Background: an optimization exercise with open tools, aiming at small area. Do not read the settings as production practice.
Only simulation tests tie the RTL to the original design; equivalence was not proved.
Power figures rest on the tool's default switching activity, not on a simulated workload.

==> flow/design.v <==
module rf_oai22 (
  input  logic a1, a2, b1, b2,
  output logic y
);
  assign y = ~((a1 | a2) & (b1 | b2));
endmodule
module rf_aoi222 (
  input  logic a1, a2, b1, b2, c1, c2,
  output logic y
);
  assign y = ~((a1 & a2) | (b1 & b2) | (c1 & c2));
endmodule
module rf_nand3 (
  input  logic a, b, c,
  output logic y
);
  assign y = ~(a & b & c);
endmodule
module rf_nand2 (
  input  logic a, b,
  output logic y
);
  assign y = ~(a & b);
endmodule
module rf_nor2 (
  input  logic a, b,
  output logic y
);
  assign y = ~(a | b);
endmodule
module rf_inv (
  input  logic a,
  output logic y
);
  assign y = ~a;
endmodule
module rf_nor3 (
  input  logic a, b, c,
  output logic y
);
  assign y = ~(a | b | c);
endmodule
module rf_aoi31 (
  input  logic a1, a2, a3, b1,
  output logic y
);
  assign y = ~((a1 & a2 & a3) | b1);
endmodule
module rf_ao221 (
  input  logic a1, a2, b1, b2, c1,
  output logic x
);
  assign x = (a1 & a2) | (b1 & b2) | c1;
endmodule
module rf_and4 (
  input  logic a, b, c, d,
  output logic x
);
  assign x = a & b & c & d;
endmodule
module rf_and3 (
  input  logic a, b, c,
  output logic x
);
  assign x = a & b & c;
endmodule
module rf_xor2 (
  input  logic a, b,
  output logic x
);
  assign x = a ^ b;
endmodule
module rf_rdbit (
  input  logic [30:0] s,
  input  logic [30:0] d,
  input  logic        hit,
  input  logic        sb, db,    
  input  logic        sh, dh,    
  output logic        x
);
  logic [10:0] y;
  logic [2:0]  q;
  logic        na;
  for (genvar k = 0; k < 10; k++) begin : g_aoi
    rf_aoi222 u (.a1(s[3*k]), .a2(d[3*k]), .b1(s[3*k+1]), .b2(d[3*k+1]),
                 .c1(s[3*k+2]), .c2(d[3*k+2]), .y(y[k]));
  end
  rf_nand2 u_l  (.a(s[30]), .b(d[30]), .y(y[10]));
  rf_and4  u_a0 (.a(y[0]), .b(y[1]), .c(y[2]),  .d(y[3]), .x(q[0]));
  rf_and4  u_a1 (.a(y[4]), .b(y[5]), .c(y[6]),  .d(y[7]), .x(q[1]));
  rf_and3  u_a2 (.a(y[8]), .b(y[9]), .c(y[10]),           .x(q[2]));
  rf_aoi31 u_m  (.a1(q[0]), .a2(q[1]), .a3(q[2]), .b1(hit), .y(na));
  rf_ao221 u_o  (.a1(sb), .a2(db), .b1(sh), .b2(dh), .c1(na), .x(x));
endmodule
module reg_file_bypass #(
  parameter int DATA_W   = 32,
  parameter int ADDR_W   = 5,
  parameter int ZERO_REG = 1,
  parameter int BYPASS   = 1
) (
  input  logic              clk,
  input  logic              reset,
  input  logic              REIn,
  input  logic [ADDR_W-1:0] A1In,
  input  logic [ADDR_W-1:0] A2In,
  input  logic [ADDR_W-1:0] A3In,
  input  logic [DATA_W-1:0] WD3In,
  input  logic              WE3,
  input  logic              PendSetIn,
  input  logic [ADDR_W-1:0] PendAIn,
  output logic [DATA_W-1:0] RD1Out,
  output logic [DATA_W-1:0] RD2Out,
  output logic              Busy1Out,
  output logic              Busy2Out
);
  localparam int DEPTH = 2 ** ADDR_W;
  localparam int NG    = 4;                
  localparam int GW    = DATA_W / NG;      
  localparam int NW    = 2;                
  localparam int WW    = DATA_W / NW;      
  localparam int NX    = 2;                
  localparam int XR    = DEPTH / NX;       
  logic [DATA_W-1:0] mem   [1:DEPTH-1];   
  logic [DATA_W-1:0] mem_d [1:DEPTH-1];
  logic              T;                   
  logic [DATA_W-1:0] wdx   [NX];          
  logic [DEPTH-1:1]  vld;                 
  logic [DEPTH-1:1]  d1, d2;              
  logic [DEPTH-1:1]  pend;
  logic [DEPTH-1:1]  wsel;                
  logic [DEPTH-1:1]  wrow  [NW];          
  logic [DEPTH-1:1]  nwrow [NW];
  logic [3:0]        wl, nwl;             
  logic [7:0]        wh, nwh;             
  logic [DEPTH-1:1]  pend_nx;
  logic [DEPTH-1:1]  s1 [NG];             
  logic [DEPTH-1:1]  s2 [NG];
  logic [3:0]        npl1 [NG];           
  logic [3:0]        npl2 [NG];           
  logic [1:0]        a1t, a1c, a2t, a2c;  
  logic [7:0]        ph1, ph2;            
  logic              hit1, hit2;
  logic              nhit1, nhit2, nre, z1, z2;
  logic [NG-1:0]     byp1, byp2, hold;
  logic [NG-1:0]     hit1g, hit2g;        
  logic              any1, any2;         
  logic              pa1, pa2;           
  logic [DATA_W-1:0] rr1, rr2;            
  logic [DATA_W-1:0] rr1_nx, rr2_nx;
  logic              tr1, tr2;            
  logic              tr1_nx, tr2_nx;
  logic              b1_nx, b2_nx;
  always_comb begin
    for (int j = 0; j < 4; j++) begin
      wl[j]  = WE3 && A3In[1:0] == 2'(j);
      nwl[j] = !wl[j];
    end
    for (int k = 0; k < 8; k++) begin
      wh[k]  = A3In[4:2] == 3'(k);
      nwh[k] = !wh[k];
    end
    for (int i = 1; i < DEPTH; i++)
      wsel[i] = WE3 && (A3In == ADDR_W'(i));
  end
  assign a1t = A1In[1:0];
  assign a1c = ~A1In[1:0];
  assign a2t = A2In[1:0];
  assign a2c = ~A2In[1:0];
  always_comb begin
    hit1 = WE3 && (A3In == A1In);
    hit2 = WE3 && (A3In == A2In);
    for (int j = 0; j < 4; j++) begin
    end
    for (int k = 0; k < 8; k++) begin
      ph1[k] = A1In[4:2] == 3'(k);
      ph2[k] = A2In[4:2] == 3'(k);
    end
    nhit1 = !hit1;
    nhit2 = !hit2;
    nre   = !REIn;
    z1    = A1In == '0;
    z2    = A2In == '0;
  end
  for (genvar i = 1; i < DEPTH; i++) begin : g_rrow
    rf_nand2 u_d1 (.a(ph1[i / 4]), .b(vld[i]), .y(d1[i]));
    rf_nand2 u_d2 (.a(ph2[i / 4]), .b(vld[i]), .y(d2[i]));
  end
  for (genvar g = 0; g < NW; g++) begin : g_wgrp
    for (genvar i = 1; i < DEPTH; i++) begin : g_row
      rf_nor2  u_we  (.a(nwl[i % 4]), .b(nwh[i / 4]), .y(wrow[g][i]));
      rf_nand2 u_nwe (.a(wl[i % 4]),  .b(wh[i / 4]),  .y(nwrow[g][i]));
    end
  end
  for (genvar g = 0; g < NG; g++) begin : g_grp
    for (genvar i = 1; i < DEPTH; i++) begin : g_row
      rf_nor2  u_s1  (.a(npl1[g][i % 4]), .b(d1[i]), .y(s1[g][i]));
      rf_nor2  u_s2  (.a(npl2[g][i % 4]), .b(d2[i]), .y(s2[g][i]));
    end
    for (genvar j = 0; j < 4; j++) begin : g_pl
      rf_nand3 u_p1 (.a(REIn), .b(j[1] ? a1t[1] : a1c[1]), .c(j[0] ? a1t[0] : a1c[0]),
                     .y(npl1[g][j]));
      rf_nand3 u_p2 (.a(REIn), .b(j[1] ? a2t[1] : a2c[1]), .c(j[0] ? a2t[0] : a2c[0]),
                     .y(npl2[g][j]));
    end
    rf_inv  u_h1 (.a(nhit1), .y(hit1g[g]));
    rf_inv  u_h2 (.a(nhit2), .y(hit2g[g]));
    rf_nor3 u_b1 (.a(nre), .b(nhit1), .c(z1), .y(byp1[g]));
    rf_nor3 u_b2 (.a(nre), .b(nhit2), .c(z2), .y(byp2[g]));
    rf_inv  u_h  (.a(REIn), .y(hold[g]));
  end
  always_comb begin
    for (int i = 1; i < DEPTH; i++)
      pend_nx[i] = (PendSetIn && PendAIn == ADDR_W'(i)) | (pend[i] & ~wsel[i]);
    any1 = 1'b0;
    any2 = 1'b0;
    pa1  = 1'b0;
    pa2  = 1'b0;
    for (int i = 1; i < DEPTH; i++) begin
      any1 = any1 | (A1In == ADDR_W'(i) && vld[i]);
      any2 = any2 | (A2In == ADDR_W'(i) && vld[i]);
      pa1  = pa1  | (A1In == ADDR_W'(i) && pend[i]);
      pa2  = pa2  | (A2In == ADDR_W'(i) && pend[i]);
    end
    tr1_nx = REIn ? (T & (any1 | (hit1 && !z1))) : tr1;
    tr2_nx = REIn ? (T & (any2 | (hit2 && !z2))) : tr2;
    b1_nx  = REIn ? ((PendSetIn && PendAIn == A1In && !z1) || (pa1 && !hit1)) : Busy1Out;
    b2_nx  = REIn ? ((PendSetIn && PendAIn == A2In && !z2) || (pa2 && !hit2)) : Busy2Out;
  end
  for (genvar r = 0; r < NX; r++) begin : g_wdx
    for (genvar b = 0; b < DATA_W; b++) begin : g_bit
      rf_xor2 u_x (.a(WD3In[b]), .b(T), .x(wdx[r][b]));
    end
  end
  for (genvar i = 1; i < DEPTH; i++) begin : g_row
    for (genvar b = 0; b < DATA_W; b++) begin : g_bit
      rf_oai22 u_w (.a1(nwrow[b / WW][i]), .a2(wdx[i / XR][b]),
                    .b1(wrow[b / WW][i]),  .b2(mem[i][b]), .y(mem_d[i][b]));
    end
  end
  for (genvar b = 0; b < DATA_W; b++) begin : g_rd
    logic [30:0] t1s, t1d, t2s, t2d;
    for (genvar i = 1; i < DEPTH; i++) begin : g_t
      assign t1s[i-1] = s1[b / GW][i];
      assign t1d[i-1] = mem[i][b];
      assign t2s[i-1] = s2[b / GW][i];
      assign t2d[i-1] = mem[i][b];
    end
    rf_rdbit u_r1 (.s(t1s), .d(t1d), .hit(hit1g[b / GW]),
                   .sb(byp1[b / GW]), .db(wdx[0][b]), .sh(hold[b / GW]), .dh(rr1[b]),
                   .x(rr1_nx[b]));
    rf_rdbit u_r2 (.s(t2s), .d(t2d), .hit(hit2g[b / GW]),
                   .sb(byp2[b / GW]), .db(wdx[0][b]), .sh(hold[b / GW]), .dh(rr2[b]),
                   .x(rr2_nx[b]));
    rf_xor2 u_o1 (.a(rr1[b]), .b(tr1), .x(RD1Out[b]));
    rf_xor2 u_o2 (.a(rr2[b]), .b(tr2), .x(RD2Out[b]));
  end
  always_ff @(posedge clk) begin
    for (int i = 1; i < DEPTH; i++) mem[i] <= mem_d[i];
  end
  always_ff @(posedge clk or posedge reset) begin
    if (reset) begin
      T    <= 1'b0;
      vld  <= '0;
      pend <= '0;
    end else begin
      T    <= ~T;
      vld  <= vld | wsel;
      pend <= pend_nx;
    end
  end
  always_ff @(posedge clk or posedge reset) begin
    if (reset) begin
      rr1      <= '0;
      rr2      <= '0;
      tr1      <= 1'b0;
      tr2      <= 1'b0;
      Busy1Out <= 1'b0;
      Busy2Out <= 1'b0;
    end else begin
      rr1      <= rr1_nx;
      rr2      <= rr2_nx;
      tr1      <= tr1_nx;
      tr2      <= tr2_nx;
      Busy1Out <= b1_nx;
      Busy2Out <= b2_nx;
    end
  end
endmodule
export LEC_CHECK = 0
export CAP_MARGIN = 20
export CORE_MARGIN = 2
export CORE_UTILIZATION = 50
export GPL_TIMING_DRIVEN = 0
export SETUP_SLACK_MARGIN = 0.5
export SLEW_MARGIN = 20
export SYNTH_HIERARCHICAL = 1
export SYNTH_MINIMUM_KEEP_SIZE = 0
create_clock -name core_clock -period 4.0 [get_ports {clk}]
standard.sh (not shown) runs the stock make flow with config.mk's settings and CLKGATE_MAP_FILE= SYNTH_SCRIPT=/design/flow/synth_recipe.tcl, a recipe that flattens the netlist after the stock synthesis.
==> flow/flow/run.sh <==
#!/bin/bash
# Own layout flow: the standard ORFS flow (standard.sh, which runs the
# standard synthesis unchanged), with
#  - port buffers from the smallest buffer cell,
#  - a clock tree from clkbuf_8 leaf buffers of up to 14 sinks each, without
#    dummy loads,

# make's full output goes to flow_make.log in the work folder; ORFS's own
# per-step logs stay under orfs/logs.
set -euo pipefail
export BUFFER_PORTS_ARGS="-buffer_cell sky130_fd_sc_hd__buf_1"
export CTS_ARGS="-sink_clustering_enable -repair_clock_nets -dont_use_dummy_load -buf_list {sky130_fd_sc_hd__clkbuf_8} -sink_clustering_size 14 -sink_clustering_max_diameter 80"

bash standard.sh finish > flow_make.log 2>&1
The baseline finished with timing, DRC and antenna clean.
==> next run, changes <==
--- a/flow/design.v
+++ b/flow/design.v
@@ -119,5 +119,5 @@
   localparam int NW    = 2;                
   localparam int WW    = DATA_W / NW;      
-  localparam int NX    = 2;                
+  localparam int NX    = 1;                
   localparam int XR    = DEPTH / NX;       
   logic [DATA_W-1:0] mem   [1:DEPTH-1];   
Result: Wire length hardly moves; worst setup slack improved by 0.11 ns; hold slack is better by 0.39 ns; cell count drops by 0.97%; clock skew came out lower by 0.012 ns; clock-buffer cell count is unchanged; sequential cell count does not change; utilization came out higher by 0.70 points; power barely changes; clock power is about the same; non-clock buffer count decreases by 20; sequential power stays flat; final area rose by 0.92%.

port drivers added, routing unchanged:
No port has a modelled driver above. Below, the same layouts with a new extraction and two added sets of constraints. Step 1: set_driving_cell puts a clkbuf_16 on clk and a buf_2 on each other input, an assumption about the parent block. Step 2 also shifts input and output timing later by t, the mid clock arrival at the registers, as if the neighbouring blocks saw the same clock. a / b / c = ideal / step 1 / step 2; a / b = the first two.
| run | shift t [ns] | slack for setup (ns) | worst setup path after step 2 | clock arrival spread, ns | worst data-port slew with drivers (ns) |
|---|---|---|---|---|---|
| the first run | 0.844 | 0.236 / 0.286 / -0.557 | input to register | 0.086 / 0.087 | 0.05 |
| the second run | 0.850 | 0.351 / 0.392 / -0.458 | input to register | 0.075 / 0.075 | 0.12 |
Met with ideal ports but missed after step 2: setup timing in the first run and the second run. For the second run, which loses most, drivers alone change the setup slack by +0.041 ns; drivers and shift together by -0.809 ns.
